From an optimization exercise on the open Yosys and OpenROAD flow, aimed at small area; shortcuts taken in it are not production practice. In this exercise RTL edits were held to simulation tests only and were not proved equivalent to the original. Power figures rest on the tool's default switching activity, not on a simulated workload.

File: design.v
package blackjackPkg;
    typedef logic [4-1:0] cardValue_t;     
    typedef logic [7-1:0] handTotal_t;
    typedef struct packed {
        handTotal_t player;
        handTotal_t dealer;
    } handTotals_t;
    typedef enum logic [1:0] {
        verdictNone,
        verdictWin,
        verdictLoss,
        verdictPush
    } verdict_t;
    typedef enum logic [3:0] {
        idle,
        dealPlayerFirst,
        dealDealerFirst,
        dealDealerSecond,
        dealPlayerSecond,
        playerTurn,
        playerHit,
        dealerTurn,
        dealerHit,
        settle,
        verdictHold
    } tableState_t;
    typedef struct packed {
        logic [7-1:0] tens;
        logic [7-1:0] ones;
    } digitPair_t;
endpackage
`timescale 1ns/10ps
module cardDeck (
    input  logic                     clock,
    input  logic                     resetar,
    input  logic                     dealCard,
    input  logic [6-1:0]  shuffleSeed,
    output blackjackPkg::cardValue_t topCard,
    output logic                     deckReady
);
    blackjackPkg::cardValue_t deck [0:52-1];
    logic [6-1:0] shuffleIndex;
    logic [6-1:0] dealPointer;
    logic [6-1:0] partner;
    logic [6-1:0] lfsr;   
    function automatic logic [4-1:0] rankValue(input int position);
        int rank;
        rank = position % 13;
        if (rank < 9) begin
            rankValue = rank + 1;
        end else begin
            rankValue = 10;   
        end
    endfunction
    assign partner = (lfsr < 52) ? lfsr : lfsr - 52;
    assign topCard = deck[dealPointer];
    always_ff @(posedge clock) begin
        if (resetar) begin
            for (int i = 0; i < 52; i++) begin
                deck[i] <= rankValue(i);
            end
        end else if (!deckReady) begin
            deck[shuffleIndex] <= deck[partner];
            deck[partner]      <= deck[shuffleIndex];
        end
    end
    always_ff @(posedge clock) begin
        if (resetar) begin
            lfsr <= (shuffleSeed == '0) ? 6'b001011 : shuffleSeed;   
        end else if (!deckReady) begin
            lfsr <= {lfsr[4:0], lfsr[5] ^ lfsr[4]};
        end
    end
    always_ff @(posedge clock) begin
        if (resetar) begin
            shuffleIndex <= '0;
            deckReady    <= 1'b0;
            dealPointer  <= '0;
        end else begin
            if (!deckReady) begin
                shuffleIndex <= shuffleIndex + 1'b1;
                if (shuffleIndex == 52 - 1) begin
                    deckReady <= 1'b1;   
                end
            end
            if (dealCard) begin
                dealPointer <= dealPointer + 1'b1;
            end
        end
    end
endmodule
`timescale 1ns/10ps
module blackjackTable (
    input  logic                      clock,
    input  logic                      resetar,
    input  logic                      hitCard,
    input  logic                      standHand,
    input  logic                      deckReady,
    input  blackjackPkg::cardValue_t  topCard,
    output logic                      dealCard,
    output logic                      tableReady,
    output blackjackPkg::verdict_t    verdict,
    output blackjackPkg::handTotals_t shownTotals
);
    blackjackPkg::tableState_t state;
    blackjackPkg::tableState_t nextState;
    blackjackPkg::handTotal_t  playerTotal;
    blackjackPkg::handTotal_t  dealerTotal;
    blackjackPkg::verdict_t    settleResult;
    logic        toPlayer;
    logic        toDealer;
    assign toPlayer = (state == blackjackPkg::dealPlayerFirst) || (state == blackjackPkg::dealPlayerSecond) ||
                      (state == blackjackPkg::playerHit);
    assign toDealer = (state == blackjackPkg::dealDealerFirst) || (state == blackjackPkg::dealDealerSecond) ||
                      (state == blackjackPkg::dealerHit);
    assign dealCard = toPlayer || toDealer;
    assign tableReady = (state == blackjackPkg::idle) && deckReady;
    assign shownTotals.player = playerTotal;
    assign shownTotals.dealer = (state == blackjackPkg::verdictHold) ? dealerTotal : '0;   
    always_comb begin
        if (playerTotal > 21) begin
            settleResult = blackjackPkg::verdictLoss;
        end else if (dealerTotal > 21) begin
            settleResult = blackjackPkg::verdictWin;
        end else if (playerTotal > dealerTotal) begin
            settleResult = blackjackPkg::verdictWin;
        end else if (playerTotal < dealerTotal) begin
            settleResult = blackjackPkg::verdictLoss;
        end else begin
            settleResult = blackjackPkg::verdictPush;
        end
    end
    always_comb begin
        nextState = state;
        case (state)
            blackjackPkg::idle: begin
                if (deckReady) begin
                    nextState = blackjackPkg::dealPlayerFirst;
                end
            end
            blackjackPkg::dealPlayerFirst:  nextState = blackjackPkg::dealDealerFirst;
            blackjackPkg::dealDealerFirst:  nextState = blackjackPkg::dealDealerSecond;
            blackjackPkg::dealDealerSecond: nextState = blackjackPkg::dealPlayerSecond;
            blackjackPkg::dealPlayerSecond: nextState = blackjackPkg::playerTurn;
            blackjackPkg::playerTurn: begin
                if (playerTotal > 21) begin
                    nextState = blackjackPkg::verdictHold;
                end else if (hitCard) begin
                    nextState = blackjackPkg::playerHit;
                end else if (standHand) begin
                    nextState = blackjackPkg::dealerTurn;
                end
            end
            blackjackPkg::playerHit: nextState = blackjackPkg::playerTurn;
            blackjackPkg::dealerTurn: begin
                if (dealerTotal < 17) begin
                    nextState = blackjackPkg::dealerHit;
                end else begin
                    nextState = blackjackPkg::settle;
                end
            end
            blackjackPkg::dealerHit:   nextState = blackjackPkg::dealerTurn;
            blackjackPkg::settle:      nextState = blackjackPkg::verdictHold;
            blackjackPkg::verdictHold: nextState = blackjackPkg::verdictHold;   
            default:     nextState = blackjackPkg::idle;
        endcase
    end
    always_ff @(posedge clock) begin
        if (resetar) begin
            state       <= blackjackPkg::idle;
            playerTotal <= '0;
            dealerTotal <= '0;
            verdict     <= blackjackPkg::verdictNone;
        end else begin
            state <= nextState;
            if (toPlayer) begin
                playerTotal <= playerTotal + {{(7-4){1'b0}}, topCard};
            end
            if (toDealer) begin
                dealerTotal <= dealerTotal + {{(7-4){1'b0}}, topCard};
            end
            if (state == blackjackPkg::playerTurn && playerTotal > 21) begin
                verdict <= blackjackPkg::verdictLoss;   
            end else if (state == blackjackPkg::settle) begin
                verdict <= settleResult;
            end
        end
    end
endmodule
`timescale 1ns/10ps
module scoreDisplay (
    input  blackjackPkg::handTotal_t total,
    output blackjackPkg::digitPair_t digits
);
    blackjackPkg::handTotal_t tensValue;
    blackjackPkg::handTotal_t onesValue;
    function automatic logic [7-1:0] segmentPattern(input logic [7-1:0] digit);
        case (digit)
            7'd0:    segmentPattern = 7'b1000000;
            7'd1:    segmentPattern = 7'b1111001;
            7'd2:    segmentPattern = 7'b0100100;
            7'd3:    segmentPattern = 7'b0110000;
            7'd4:    segmentPattern = 7'b0011001;
            7'd5:    segmentPattern = 7'b0010010;
            7'd6:    segmentPattern = 7'b0000010;
            7'd7:    segmentPattern = 7'b1111000;
            7'd8:    segmentPattern = 7'b0000000;
            7'd9:    segmentPattern = 7'b0010000;
            default: segmentPattern = 7'b1111111;
        endcase
    endfunction
    assign tensValue = total / 7'd10;
    assign onesValue = total % 7'd10;
    always_comb begin
        if (total > 7'd99) begin
            digits.tens = '1;   
            digits.ones = '1;
        end else begin
            digits.tens = segmentPattern(tensValue);
            digits.ones = segmentPattern(onesValue);
        end
    end
endmodule
`timescale 1ns/10ps
module blackjackTop (
    input  logic                     clock,
    input  logic                     resetar,
    input  logic                     hitCard,
    input  logic                     standHand,
    input  logic [5:0]               shuffleSeed,
    output logic                     tableReady,
    output logic                     winLed,
    output logic                     lossLed,
    output logic                     pushLed,
    output logic [13:0]              playerDigits,
    output logic [13:0]              dealerDigits
);
    blackjackPkg::cardValue_t  topCard;
    logic        deckReady;
    logic        dealCard;
    blackjackPkg::verdict_t    verdict;
    blackjackPkg::handTotals_t shownTotals;
    cardDeck deck (
        .clock     (clock),
        .resetar   (resetar),
        .dealCard  (dealCard),
        .shuffleSeed (shuffleSeed),
        .topCard   (topCard),
        .deckReady (deckReady)
    );
    blackjackTable table0 (
        .clock       (clock),
        .resetar     (resetar),
        .hitCard     (hitCard),
        .standHand   (standHand),
        .deckReady   (deckReady),
        .topCard     (topCard),
        .dealCard    (dealCard),
        .tableReady  (tableReady),
        .verdict     (verdict),
        .shownTotals (shownTotals)
    );
    scoreDisplay playerDisplay (.total(shownTotals.player), .digits(playerDigits));
    scoreDisplay dealerDisplay (.total(shownTotals.dealer), .digits(dealerDigits));
    assign winLed  = (verdict == blackjackPkg::verdictWin);
    assign lossLed = (verdict == blackjackPkg::verdictLoss);
    assign pushLed = (verdict == blackjackPkg::verdictPush);
endmodule
File: run.sh
#!/bin/bash
# synth_recipe.tcl (not shown) runs the flow's synth.tcl, then flattens the netlist and writes it again
# the make line also repeats each setting of config.mk as NAME=value (left out here)
make -C /OpenROAD-flow-scripts/flow DESIGN_CONFIG=/design/flow/config.mk WORK_HOME=/design/flow/orfs CLKGATE_MAP_FILE= SYNTH_SCRIPT=/design/flow/synth_recipe.tcl finish
File: config.mk
export PLATFORM = sky130hd
export DESIGN_NAME = blackjackTop
export DESIGN_NICKNAME = blackjackTop
export VERILOG_FILES = /design/flow/design.v
export SDC_FILE = /design/flow/constraint.sdc
export NUM_CORES = 4
export LEC_CHECK = 0
export CAP_MARGIN = 20
export CORE_MARGIN = 2
export CORE_UTILIZATION = 40
export SLEW_MARGIN = 20
File: constraint.sdc
create_clock -name core_clock -period 12.0 [get_ports {clock}]
set_input_delay 2.4000 -clock core_clock [delete_from_list [all_inputs] [get_ports {clock}]]
set_output_delay 2.4000 -clock core_clock [all_outputs]
set_load 0.01 [all_outputs]
==> results.txt <==
stage by stage:
stage                     hold WS, ps  setup WS [ps]  total power [mW]  utilization (%)  instance area [sq um]
final                             499           2150              3.94             44.3                  25000
after global routing              536           1610              4.04             44.3                  25000
after CTS                         494           2220              3.89             44.3                  25000
after detailed placement          500           2850              2.71             42.1                  23700
after global placement            487           2960              2.69             42.1                  23700
after floorplan                   463           4340              2.20                -                  22800
layer usage:
metal / GRT usage (%) / wire length, um / vias to the layer above
li1: - / - / 8648
met1: 37.5 / 31400 / 10005
met2: 44.0 / 38700 / 1615
met3: 6.78 / 11100 / 366
met4: 17.1 / 6130 / 2
met5: 0 / 15 / -
cells in the final DEF, fill, tap and decap left out, types with 7 or more instances in the layout:
cell type | Yosys | layout
nor2_1 | 320 | 320
nand2_1 | 316 | 316
edfxtp_1 | 262 | 262
mux4_2 | 177 | 177
a21oi_1 | 147 | 147
o22ai_1 | 92 | 92
o21ai_0 | 91 | 91
a31oi_1 | 70 | 70
mux2i_1 | 53 | 53
ha_1 | 48 | 48
inv_1 | 47 | 46
buf_4 | 14 | 46
a22oi_1 | 41 | 41
dfxtp_1 | 45 | 41
clkbuf_16 | 0 | 40
clkdlybuf4s50_1 | 0 | 40
nor3_1 | 41 | 39
or3_1 | 36 | 36
xnor2_1 | 26 | 26
nand3_1 | 24 | 24
o41ai_1 | 16 | 16
a221oi_1 | 15 | 15
o31ai_1 | 14 | 14
a21o_1 | 14 | 14
nand2b_1 | 12 | 12
o21ai_1 | 13 | 12
a211oi_1 | 11 | 11
nor2b_1 | 10 | 10
clkbuf_1 | 95 | 10
xor2_1 | 9 | 9
a22o_1 | 9 | 9
o221ai_1 | 8 | 8
and2_1 | 7 | 7
nand4_1 | 7 | 7
registers in the layout, summed over array words and instances (netlist names), named ones only:
register	count
deck.deck	256
table0.dealerTotal	7
table0.playerTotal	7
deck.dealPointer	6
deck.lfsr	6
deck.shuffleIndex	6
table0.state	4
table0.verdict	2
deck.deckReady	1
critical path, stage by stage (launching register included):
cell	delay, ps
dfxtp_1	620
nand2b_2	170
or3_4	450
nor2_1	240
inv_1	100
ha_1	270
o21ai_1	330
xnor2_1	260
nand2b_1	180
ha_1	280
nor2_1	80
o31a_1	250
and3_1	240
a211oi_4	560
a211oi_1	160
a21o_1	240
ha_1	290
a311oi_2	340
nor2_2	160
xnor2_1	300
ha_1	230
inv_1	60
o211ai_1	150
o21ai_0	100
a32oi_1	210
clkdlybuf4s50_1	590
cell usage after synthesis, types with 7 or more instances:
library cell,count
a211oi_1,11
a21o_1,14
a21oi_1,147
a221oi_1,15
a22o_1,9
a22oi_1,41
a31oi_1,70
and2_1,7
buf_1,22
buf_2,59
buf_4,14
clkbuf_1,95
dfxtp_1,45
edfxtp_1,262
ha_1,48
inv_1,47
mux2i_1,53
mux4_2,177
nand2_1,316
nand2b_1,12
nand3_1,24
nand4_1,7
nor2_1,320
nor2b_1,10
nor3_1,41
o21ai_0,91
o21ai_1,13
o221ai_1,8
o22ai_1,92
o31ai_1,14
o41ai_1,16
or3_1,36
xnor2_1,26
xor2_1,9
layout make-up:
type                    count  share of cell area [%]
clock buffers              51                    4.21
well taps                 756                    3.78
flip-flops and latches    307                    35.1
inverters                  51                   0.766
clock inverters            18                   0.881
multi-input cells        1742                    52.3
repair buffers             86                    2.98
where the power goes:
group / internal [mW] / switching [mW]
clock network: 0.707 / 0.487
registers: 1.23 / 0.0846
logic: 0.489 / 0.946
total: 2.42 / 1.52
cell families after synthesis:
| kind of cell | count (synthesis) |
|---|---|
| flops | 307 |
| compound gates | 602 |
| simple gates | 815 |
| fa+ha+maj | 50 |
| buf+inv | 242 |
| mux | 238 |
| xor+xnor | 37 |
path summary, 6_finish.rpt:
kind | startpoint | to | slack, ps | depth (start not counted)
max | table0.state[3] | dealerDigits[6] | 2150 | 25
min | deck.dealPointer[1] | register | 500 | 2
max reg2reg | deck.lfsr[2] | deck.deck[21][0] | 5790 | 14
min reg2reg | deck.dealPointer[1] | register | 500 | 2
==> results.txt <==
Ant. Diodes = 0
Pwr dens = 158 nW/um^2
Routed wire length = 87,300 um
Peak supply drop = 128 uV
Slew @ Worst Pin = 1310 ps
Chip height = 243 um
H-tree depth = 2
GP Congestion = 0.948
Area Overhead vs Synth = 9.50%
Outcome = no timing/DRC/antenna violations
Minimum clock period = 9850 ps
Core Box Area = 56,400 sq um
First-pass GRT wire length = 128,000 um
Remaining DRCs = 0
DR vias/cell = 6.85
Crit path arrival time = 7450 ps
Final Max Slew Viols = 0
Clock Latency Late Sink = 580 ps
WP data required = 9600 ps
Placed instance count = 2,942
CTS Hold Bufs = 0
Crit path capture type = primary output
Avg Cell Area, Syn = 9.96 sq um
Clock Pin Slew Worst Setup and Hold Paths = 60 ps
Final #Nets = 2,286
Post-synthesis mux area share = 20.2%
Drt first pass iters = 7
Setup Viol. Count Final = 0
CP Launch Type = register
Largest net degree at the start of global routing = 79
Final ANT Viol Nets = 0
Cts repair resizes = 0
Non-Filler Instances = 3,011
Worst slew margin relative to its limit = 12.4%
Die footprint = 59,000 sq um
All-layer global routing usage = 28.9%
Sequential-to-total area share from yosys stat = 38.4%
Yosys warns = 3
Total grt overflow = 0
Fin Setup TNS = 0 ps
Leakage Power = 7.94 nW
Drt wl/cell = 29.0 um
Gate count after technology mapping = 2,291
Total CTS buffers = 38
Leading area contributor after synthesis = edfxtp_1
Storage element area = 8780 sq um
Root Buffer = clkbuf_16
Share of the synthesized area in the top cell type = 34.5%
Synth async-reset ratio = 0%
Detailed Route Iter0 Violations = 3,031
Port bufs = 41
Vias in the first global route = 19,299
Setup bufs post-CTS = 0
Initial cell density of the core = 40.5%
Critical path fanouts, max = 15
Num rows = 87
DP HPWL = 58,100 um
Max Fclk = 0.102 GHz
Adder-cell share of the synthesized area = 2.81%
Syn Nets = 2,351
Multi-input gate area = 13,100 sq um
DR vias = 20,636
Fillers = 5,392
Initial antenna violation count = 1
Largest family of logic cells by synthesized area = multiplexers
Yosys cell types = 91
Compound-Gate Fraction of Synth Area = 17.2%
Mapped Area = 22,800 sq um
Period utilization = 82.1%
Max Buffers Root-to-Sink = 3
Crit path kind = register to primary output
Yosys reg bits = 307
Die width = 243 um
Xor and xnor fraction of the mapped netlist area = 1.49%
Num ports = 42
RSZ-0062 raised after global routing = false
EDFF count, synth = 262
Clock skew = 39.1 ps
Fraction of layout cells with a size suffix above 1 = 14.8%
Synth top area cells = edfxtp_1, mux4_2, nor2_1, nand2_1, dfxtp_1
Fin. Hold Viols = 0
Main synth FF type = edfxtp_1
Post-Synth Simple-Gate Area = 15.4%
CTS tree = yes
Worst min-delay path category = register to register
CTS Sinks = 307
# Max-Cap Violations = 0

-- separate check: timing with driven ports --
How much do the figures lean on ideal ports? The routed layout below was timed once more, with nothing changed but the port constraints. Step 1 sets driving cells, clkbuf_16 on the clock port and buf_2 on the other inputs (assumed; they add their load-dependent delay and slew). Step 2 times the ports against the registers' clock, not the clock port: input delays grow and output delays shrink by t, the midpoint of the rising clock arrivals with the driver on. a / b / c = no drivers / after step 1 / after step 2; a / b = the first two.
t (ns): 0.620
setup slack, ns: 2.152 / 2.095 / 2.715
clock arrival spread, ns: 0.040 / 0.040
After both steps this run still meets setup and hold. For this run, drivers alone change the setup slack by -0.057 ns; drivers and shift together by +0.563 ns.
